Source: an optimization exercise on an open RTL-to-GDS flow (aim: small area and a short achievable clock period). Production flows keep margins and buffers that such runs may drop.
Function was checked by simulation only, so behaviour that the tests miss may differ from the original.
No activity file was given, so power comes from the tool's default toggle rates.

==> flow/design.v <==
module beam_topk_sort #(
    parameter int NBEAM_IN = 64,
    parameter int BEAM     = 16,
    parameter int PWR_W    = 32
) (
    input  logic                        i_clk,
    input  logic                        i_reset_n,
    input  logic                        i_pwr_vld,
    input  logic                        i_pwr_sop,
    input  logic [PWR_W-1:0]            i_pwr_data,
    output logic [BEAM-1:0][7:0]        o_beam_idx,
    output logic [BEAM-1:0][PWR_W-1:0]  o_beam_pwr,
    output logic                        o_rbg_load,
    output logic                        o_busy,
    output logic                        o_err_sop
);
    localparam int IW = 6;                        
    localparam logic [IW-1:0] CNT_LAST_C = IW'(NBEAM_IN - 1);
    localparam int HW = PWR_W / 2;               
    logic            collect_r;      
    logic            flush_r;        
    logic [IW-1:0]   last_r;         
    logic            rbg_load_r;
    logic            err_sop_r;
    logic start_s, beam_s, take_s, acc_s;
    assign start_s = i_pwr_vld &  i_pwr_sop;
    assign beam_s  = i_pwr_vld & ~i_pwr_sop;
    assign take_s  = beam_s & collect_r;          
    assign acc_s   = start_s | take_s;            
    always_ff @(posedge i_clk) begin
        if (!i_reset_n) begin
            collect_r  <= 1'b0;
            flush_r    <= 1'b0;
            last_r     <= '0;
            rbg_load_r <= 1'b0;
            err_sop_r  <= 1'b0;
        end else begin
            rbg_load_r <= flush_r;
            err_sop_r  <= (start_s & collect_r) | (beam_s & ~collect_r);
            if (start_s) begin
                collect_r <= 1'b1;
                flush_r   <= 1'b0;
                last_r    <= '0;
            end else if (take_s) begin
                last_r    <= last_r + IW'(1);
                if (last_r == CNT_LAST_C - IW'(1)) begin
                    collect_r <= 1'b0;
                    flush_r   <= 1'b1;
                end else begin
                    flush_r   <= 1'b0;
                end
            end else begin
                flush_r   <= 1'b0;
            end
        end
    end
    logic [BEAM-1:0][PWR_W-1:0] list_pwr_r;
    logic [BEAM-1:0][IW-1:0]    list_idx_r;
    logic [BEAM-1:0]            list_vld_r;   
    logic [PWR_W-1:0]           smp_pwr_r;    
    logic [BEAM-1:0]            hi_gt_r, hi_eq_r, lo_ge_r;
    logic                       smp_acc_r;    
    logic [BEAM-1:0] ge_s;            
    always_comb begin
        for (int i = 0; i < BEAM; i++)
            ge_s[i] = ~smp_acc_r |
                      (list_vld_r[i] & (hi_gt_r[i] | (hi_eq_r[i] & lo_ge_r[i])));
    end
    logic [BEAM-1:0][PWR_W-1:0] ins_pwr_s;
    logic [BEAM-1:0][IW-1:0]    ins_idx_s;
    logic [BEAM-1:0]            ins_vld_s;
    for (genvar i = 0; i < BEAM; i++) begin : g_ins
        if (i == 0) begin : g_first
            assign ins_pwr_s[i] = ge_s[i] ? list_pwr_r[i] : smp_pwr_r;
            assign ins_idx_s[i] = ge_s[i] ? list_idx_r[i] : last_r;
        end else begin : g_rest
            beam_topk_ins #(.W(PWR_W + IW)) u_ins (
                .keep (ge_s[i]),
                .take (ge_s[i-1] & ~ge_s[i]),
                .up_s (~ge_s[i-1]),
                .own  ({list_pwr_r[i],   list_idx_r[i]}),
                .smp  ({smp_pwr_r,       last_r}),
                .up   ({list_pwr_r[i-1], list_idx_r[i-1]}),
                .d    ({ins_pwr_s[i],    ins_idx_s[i]})
            );
        end
    end
    always_comb begin
        if (start_s)
            ins_vld_s = '0;
        else if (ge_s[BEAM-1])
            ins_vld_s = list_vld_r;
        else
            ins_vld_s = {list_vld_r[BEAM-2:0], 1'b1};
    end
    logic [BEAM:0]   in_gt_s, in_eq_s, in_ge_s;
    logic [BEAM-1:0] nx_gt_s, nx_eq_s, nx_ge_s;
    always_comb begin
        for (int i = 0; i < BEAM; i++) begin
            in_gt_s[i] = list_pwr_r[i][PWR_W-1:HW] >  i_pwr_data[PWR_W-1:HW];
            in_eq_s[i] = list_pwr_r[i][PWR_W-1:HW] == i_pwr_data[PWR_W-1:HW];
            in_ge_s[i] = list_pwr_r[i][HW-1:0]     >= i_pwr_data[HW-1:0];
        end
        in_gt_s[BEAM] = smp_pwr_r[PWR_W-1:HW] >  i_pwr_data[PWR_W-1:HW];
        in_eq_s[BEAM] = smp_pwr_r[PWR_W-1:HW] == i_pwr_data[PWR_W-1:HW];
        in_ge_s[BEAM] = smp_pwr_r[HW-1:0]     >= i_pwr_data[HW-1:0];
        for (int i = 0; i < BEAM; i++) begin
            if (ge_s[i]) begin
                nx_gt_s[i] = in_gt_s[i];
                nx_eq_s[i] = in_eq_s[i];
                nx_ge_s[i] = in_ge_s[i];
            end else if (i == 0 || ge_s[(i == 0) ? 0 : i-1]) begin
                nx_gt_s[i] = in_gt_s[BEAM];
                nx_eq_s[i] = in_eq_s[BEAM];
                nx_ge_s[i] = in_ge_s[BEAM];
            end else begin
                nx_gt_s[i] = in_gt_s[(i == 0) ? 0 : i-1];
                nx_eq_s[i] = in_eq_s[(i == 0) ? 0 : i-1];
                nx_ge_s[i] = in_ge_s[(i == 0) ? 0 : i-1];
            end
        end
    end
    always_ff @(posedge i_clk) begin
        list_pwr_r <= ins_pwr_s;
        list_idx_r <= ins_idx_s;
        list_vld_r <= ins_vld_s;
        smp_pwr_r  <= i_pwr_data;
        smp_acc_r  <= acc_s;
        hi_gt_r    <= nx_gt_s;
        hi_eq_r    <= nx_eq_s;
        lo_ge_r    <= nx_ge_s;
    end
    logic [BEAM-1:0][IW-1:0]    beam_idx_r, beam_idx_s;
    logic [BEAM-1:0][PWR_W-1:0] beam_pwr_r, beam_pwr_s;
    logic                       out_ld_s, out_hd_s, out_rs_s;
    assign out_ld_s = i_reset_n &  flush_r;
    assign out_hd_s = i_reset_n & ~flush_r;
    assign out_rs_s = ~i_reset_n;
    for (genvar i = 0; i < BEAM; i++) begin : g_out
        for (genvar b = 0; b < PWR_W; b++) begin : g_pwr
            beam_topk_hold0 u_h (.ld(out_ld_s), .hd(out_hd_s),
                                 .n(ins_pwr_s[i][b]), .q(beam_pwr_r[i][b]),
                                 .d(beam_pwr_s[i][b]));
        end
        for (genvar b = 0; b < IW; b++) begin : g_idx
            if (((i >> b) & 1) != 0) begin : g_one
                beam_topk_hold1 u_h (.ld(out_ld_s), .hd(out_hd_s), .rs(out_rs_s),
                                     .n(ins_idx_s[i][b]), .q(beam_idx_r[i][b]),
                                     .d(beam_idx_s[i][b]));
            end else begin : g_zero
                beam_topk_hold0 u_h (.ld(out_ld_s), .hd(out_hd_s),
                                     .n(ins_idx_s[i][b]), .q(beam_idx_r[i][b]),
                                     .d(beam_idx_s[i][b]));
            end
        end
    end
    always_ff @(posedge i_clk) begin
        beam_idx_r <= beam_idx_s;
        beam_pwr_r <= beam_pwr_s;
    end
    always_comb begin
        for (int i = 0; i < BEAM; i++)
            o_beam_idx[i] = {{(8-IW){1'b0}}, beam_idx_r[i]};
    end
    assign o_beam_pwr = beam_pwr_r;
    assign o_rbg_load = rbg_load_r;
    assign o_busy     = collect_r;
    assign o_err_sop  = err_sop_r;
endmodule
module beam_topk_ins #(
    parameter int W = 38
) (
    input  logic         keep,
    input  logic         take,
    input  logic         up_s,
    input  logic [W-1:0] own,
    input  logic [W-1:0] smp,
    input  logic [W-1:0] up,
    output logic [W-1:0] d
);
    assign d = ({W{keep}} & own) | ({W{take}} & smp) | ({W{up_s}} & up);
endmodule
module beam_topk_hold0 (
    input  logic ld,
    input  logic hd,
    input  logic n,
    input  logic q,
    output logic d
);
    assign d = (ld & n) | (hd & q);
endmodule
module beam_topk_hold1 (
    input  logic ld,
    input  logic hd,
    input  logic rs,
    input  logic n,
    input  logic q,
    output logic d
);
    assign d = (ld & n) | (hd & q) | rs;
endmodule
Settings: LEC_CHECK=0, CAP_MARGIN=20, CORE_MARGIN=2, CORE_UTILIZATION=55, SETUP_SLACK_MARGIN=1.8, SLEW_MARGIN=20, SYNTH_HIERARCHICAL=1, TNS_END_PERCENT=5; clock period 4.0 ns.
standard.sh (not shown) runs the stock make flow with config.mk's settings and CLKGATE_MAP_FILE= SYNTH_SCRIPT=/design/flow/synth_recipe.tcl, a recipe that flattens the netlist after the stock synthesis.
==> flow/flow/run.sh <==
#!/bin/bash
set -euo pipefail
bash standard.sh BUFFER_PORTS_ARGS="-buffer_cell sky130_fd_sc_hd__buf_2" finish > standard_flow.log 2>&1
Change:
--- a/flow/design.v
+++ b/flow/design.v
@@ -58,14 +58,12 @@
     logic [BEAM-1:0][IW-1:0]    list_idx_r;
     logic [BEAM-1:0]            list_vld_r;   
     logic [PWR_W-1:0]           smp_pwr_r;    
     logic [BEAM-1:0]            hi_gt_r, hi_eq_r, lo_ge_r;
-    logic                       smp_acc_r;    
     logic [BEAM-1:0] ge_s;            
     always_comb begin
         for (int i = 0; i < BEAM; i++)
-            ge_s[i] = ~smp_acc_r |
-                      (list_vld_r[i] & (hi_gt_r[i] | (hi_eq_r[i] & lo_ge_r[i])));
+            ge_s[i] = hi_gt_r[i] | (hi_eq_r[i] & lo_ge_r[i]);
     end
     logic [BEAM-1:0][PWR_W-1:0] ins_pwr_s;
     logic [BEAM-1:0][IW-1:0]    ins_idx_s;
     logic [BEAM-1:0]            ins_vld_s;
@@ -117,16 +115,21 @@
                 nx_gt_s[i] = in_gt_s[(i == 0) ? 0 : i-1];
                 nx_eq_s[i] = in_eq_s[(i == 0) ? 0 : i-1];
                 nx_ge_s[i] = in_ge_s[(i == 0) ? 0 : i-1];
             end
+            if (!acc_s) begin
+                nx_gt_s[i] = 1'b1;
+            end else if (!ins_vld_s[i]) begin
+                nx_gt_s[i] = 1'b0;
+                nx_eq_s[i] = 1'b0;
+            end
         end
     end
     always_ff @(posedge i_clk) begin
         list_pwr_r <= ins_pwr_s;
         list_idx_r <= ins_idx_s;
         list_vld_r <= ins_vld_s;
         smp_pwr_r  <= i_pwr_data;
-        smp_acc_r  <= acc_s;
         hi_gt_r    <= nx_gt_s;
         hi_eq_r    <= nx_eq_s;
         lo_ge_r    <= nx_ge_s;
     end
Result: The new run completed without violations. Maximum frequency drops by a few percent. Critical path depth does not change. Non-clock buffer count drops by 66. Hold slack got worse by 0.024 ns. Clock skew hardly moves. Flip-flop and latch count drops by 1. Power climbs by roughly a tenth. Wire length climbs by a few percent.

[re-timing with driven ports]
Ports are ideal in the flow. The routed layouts listed here were re-timed in OpenROAD. Step 1 (the two cells are an assumption about what drives the block):
set clk [get_ports {i_clk}]
set_driving_cell -lib_cell sky130_fd_sc_hd__clkbuf_16 $clk
set_driving_cell -lib_cell sky130_fd_sc_hd__buf_2 [delete_from_list [all_inputs] $clk]
Step 2 also shifts input and output timing later by t, the mid clock arrival at the registers, as if the neighbouring blocks saw the same clock. Three values: ideal, step 1, step 2; two values: the first two.
run	t (ns)	slack for setup (ns)	hold WS [ns]	worst data-port slew with drivers (ns)
the first run	0.819	1.708 / 1.646 / 0.946	0.174 / 0.124 / 0.460	0.10
the second run	0.827	1.605 / 1.639 / 0.812	0.150 / 0.112 / 0.462	0.10
After both steps every run listed still meets setup and hold. For the second run, which loses most, drivers alone change the setup slack by +0.034 ns; drivers and shift together by -0.793 ns.
